Context: an optimization exercise on an open-source flow, tuned for small area, a short achievable clock period and few clock cycles per item. The choices shown serve that exercise and are no tape-out recipe.
At most, simulation tests tie the RTL to the original design; equivalence was not proved.
Power and IR drop assume default switching activity.

Design muldiv_seq, start of the top module:
module muldiv_seq #(
  parameter int DWIDTH    = 32,
  parameter int FRAC_BITS = 29
) (
  input  logic              clock,
  input  logic              reset,
  input  logic              start,
  input  logic              kill,
  input  logic [2:0]        MDFunc,
  input  logic [DWIDTH-1:0] A,
  input  logic [DWIDTH-1:0] B,
  output logic [DWIDTH-1:0] MDOut,
  output logic              busy,
  output logic              done
);
Size in the first run: ~3,900 cells after synthesis, ~260 flip-flops, roughly 110 I/O pins, roughly 32,000 um^2 of cells after synthesis.
==> flow/config.mk <==
export PLATFORM = sky130hd
export DESIGN_NAME = muldiv_seq
export DESIGN_NICKNAME = muldiv_seq
export VERILOG_FILES = /design/flow/design.v
export SDC_FILE = /design/flow/constraint.sdc
export NUM_CORES = 4
export LEC_CHECK = 0
export CAP_MARGIN = 20
export CORE_MARGIN = 2
export CORE_UTILIZATION = 40
export PLACE_DENSITY = 0.6
export SLEW_MARGIN = 20
==> flow/constraint.sdc <==
create_clock -name core_clock -period 10.0 [get_ports {clock}]
set_input_delay 2.0000 -clock core_clock [delete_from_list [all_inputs] [get_ports {clock}]]
set_output_delay 2.0000 -clock core_clock [all_outputs]
set_load 0.01 [all_outputs]
standard.sh (not shown) runs the stock make flow with config.mk's settings and CLKGATE_MAP_FILE= SYNTH_SCRIPT=/design/flow/synth_recipe.tcl, a recipe that flattens the netlist after the stock synthesis.
==> flow/flow/run.sh <==
#!/bin/bash
# Standard ORFS layout, with timing repair aimed at a tighter target than the
# 10 ns constraint (the constraint itself is unchanged) and strong port buffers.
set -euo pipefail
bash standard.sh finish \
  "SETUP_SLACK_MARGIN=6.8" \
  "BUFFER_PORTS_ARGS=-buffer_cell sky130_fd_sc_hd__buf_4" \
  > standard_flow.log 2>&1
The baseline finished clean.
Rerun with:
==> flow/run.sh (new file) <==
#!/bin/bash
# synth_recipe.tcl (not shown) runs the flow's synth.tcl, then flattens the netlist and writes it again
# the make line also repeats each setting of config.mk as NAME=value (left out here)
make -C /OpenROAD-flow-scripts/flow DESIGN_CONFIG=/design/flow/config.mk WORK_HOME=/design/flow/orfs CLKGATE_MAP_FILE= SYNTH_SCRIPT=/design/flow/synth_recipe.tcl finish
removed: flow/flow/run.sh
removed: flow/standard.sh
The new run completed with no timing, DRC or antenna violations.
Hold slack improves by 4.1 ps.
Routed wire length drops by 11%.
Clock power came out lower by about 9%.
Final area fell by 14%.
Sequential cell count is unchanged.
Cell count went down by 6.6%.
Fmax went down by 25%.
Utilization fell by 7.3 points.
No functional check of the RTL was part of any run of this note.

---

== quartz ==
Another version of the RTL of muldiv_seq (not shown whole).
For scale: roughly 5400 cells after synthesis, ~280 flip-flops, about 110 I/O pins, ~0.038 mm^2 of cells after synthesis.
export LEC_CHECK = 0
export ABC_AREA = 1
export CAP_MARGIN = 20
export CORE_MARGIN = 2
export CORE_UTILIZATION = 40
export PLACE_DENSITY = 0.6
export SLEW_MARGIN = 20
create_clock -name core_clock -period 10.0 [get_ports {clock}]
==> flow/flow/run.sh <==
#!/bin/bash
# Standard ORFS layout, with timing repair aimed at a tighter target than the
# 10 ns constraint (the constraint itself is unchanged) and strong port buffers.
set -euo pipefail
bash standard.sh finish \
  "SETUP_SLACK_MARGIN=6.6" \
  "TNS_END_PERCENT=3" \
  "BUFFER_PORTS_ARGS=-buffer_cell sky130_fd_sc_hd__buf_4" \
  > standard_flow.log 2>&1
The final layout from quartz, which completed every stage, passed the timing, design-rule and antenna checks at the end of the flow.
Testbench counts of quartz, summed over its fixed seeds: cycles 11,851, ops 3,200.
Changes in zinc relative to quartz:
- a change of CORE_UTILIZATION from 40 to 50
- a change of PLACE_DENSITY from 0.6 to 0.65
-- flow/flow/run.sh --
<<< quartz, line 5
bash standard.sh finish \
  "SETUP_SLACK_MARGIN=6.6" \
  "TNS_END_PERCENT=3" \
  "BUFFER_PORTS_ARGS=-buffer_cell sky130_fd_sc_hd__buf_4" \
>>> zinc, line 5
bash standard.sh finish \
  "SETUP_SLACK_MARGIN=6.4" \
  "TNS_END_PERCENT=5" \
  "BUFFER_PORTS_ARGS=-buffer_cell sky130_fd_sc_hd__buf_4" \
Results
quartz was larger in final cell area than zinc.
In the reports for zinc and quartz, the smaller logic gate share of total power belongs to zinc.
Relative to quartz, the time the worst path needs with I/O delays and setup of zinc is higher by 0.049 ns.
Sum of internal, switching and leakage power in zinc is 2.5% higher than in quartz
## Diff of input files: ember against zinc
- CORE_UTILIZATION: 50 -> 40
- PLACE_DENSITY: 0.65 -> 0.6
-- flow/flow/run.sh --
<<< zinc, line 5
bash standard.sh finish \
  "SETUP_SLACK_MARGIN=6.4" \
  "TNS_END_PERCENT=5" \
>>> ember, line 5
bash standard.sh finish \
  "SETUP_SLACK_MARGIN=6.5" \
  "TNS_END_PERCENT=5" \
## What came out
On final hold slack: ember sits below zinc.
Number of multi-input combinational cells of zinc is on par with ember.
In the metrics for ember and zinc, the one carrying the higher met2 usage is zinc.
Inputs modified between ember and fjord:
- changing CAP_MARGIN from 20 to 5
- changing SLEW_MARGIN from 20 to 5
-- flow/flow/run.sh --
<<< ember, line 5
bash standard.sh finish \
  "SETUP_SLACK_MARGIN=6.5" \
  "TNS_END_PERCENT=5" \
>>> fjord, line 5
bash standard.sh finish \
  "SETUP_SLACK_MARGIN=6.4" \
  "TNS_END_PERCENT=5" \
Findings:
fjord: no failed stages, no open violations at the end. Setup slack in fjord is larger than in ember. Of ember and fjord, the lower area added between synthesis and finish belongs to ember. [compare] base=ember new=fjord: final area now sits higher; relative slew slack now sits lower; sequential cell area share now sits lower; power consumption now sits higher. Summary of fjord over ember: sequential cell count held steady, non-clock buffer count picked up an extra 32.

separate check: timing with driven ports:
Ports are ideal in the flow. The routed layouts listed here were re-timed in OpenROAD.
Step 1 (the two cells are an assumption about what drives the block):
set clk [get_ports {clock}]
set_driving_cell -lib_cell sky130_fd_sc_hd__clkbuf_16 $clk
set_driving_cell -lib_cell sky130_fd_sc_hd__buf_2 [delete_from_list [all_inputs] $clk]
Step 2 times the ports against the registers' clock, not the clock port: input delays grow and output delays shrink by t, the midpoint of the rising clock arrivals with the driver on.
Three values: ideal, step 1, step 2; two values: the first two.
run	shift t [ns]	setup slack, ns	hold slack, ns	clock arrival spread, ns	worst slew at a driven data input, ns
the first run of note 1	0.647	5.049 / 5.049 / 5.049	0.429 / 0.429 / 0.429	0.025 / 0.025	0.07
the second run of note 1	0.628	3.418 / 3.418 / 3.418	0.433 / 0.433 / 0.433	0.026 / 0.026	0.10
quartz	0.623	6.228 / 6.228 / 5.740	0.421 / 0.421 / 0.421	0.019 / 0.019	0.05
zinc	0.663	6.179 / 6.179 / 5.810	0.428 / 0.428 / 0.428	0.027 / 0.027	0.14
ember	0.639	6.153 / 6.153 / 5.715	0.422 / 0.422 / 0.422	0.029 / 0.029	0.05
fjord	0.629	6.242 / 6.242 / 5.810	0.420 / 0.420 / 0.420	0.027 / 0.027	0.05
After both steps every run listed still meets setup and hold. For quartz, which loses most, drivers alone change the setup slack by 0.000 ns; drivers and shift together by -0.488 ns.
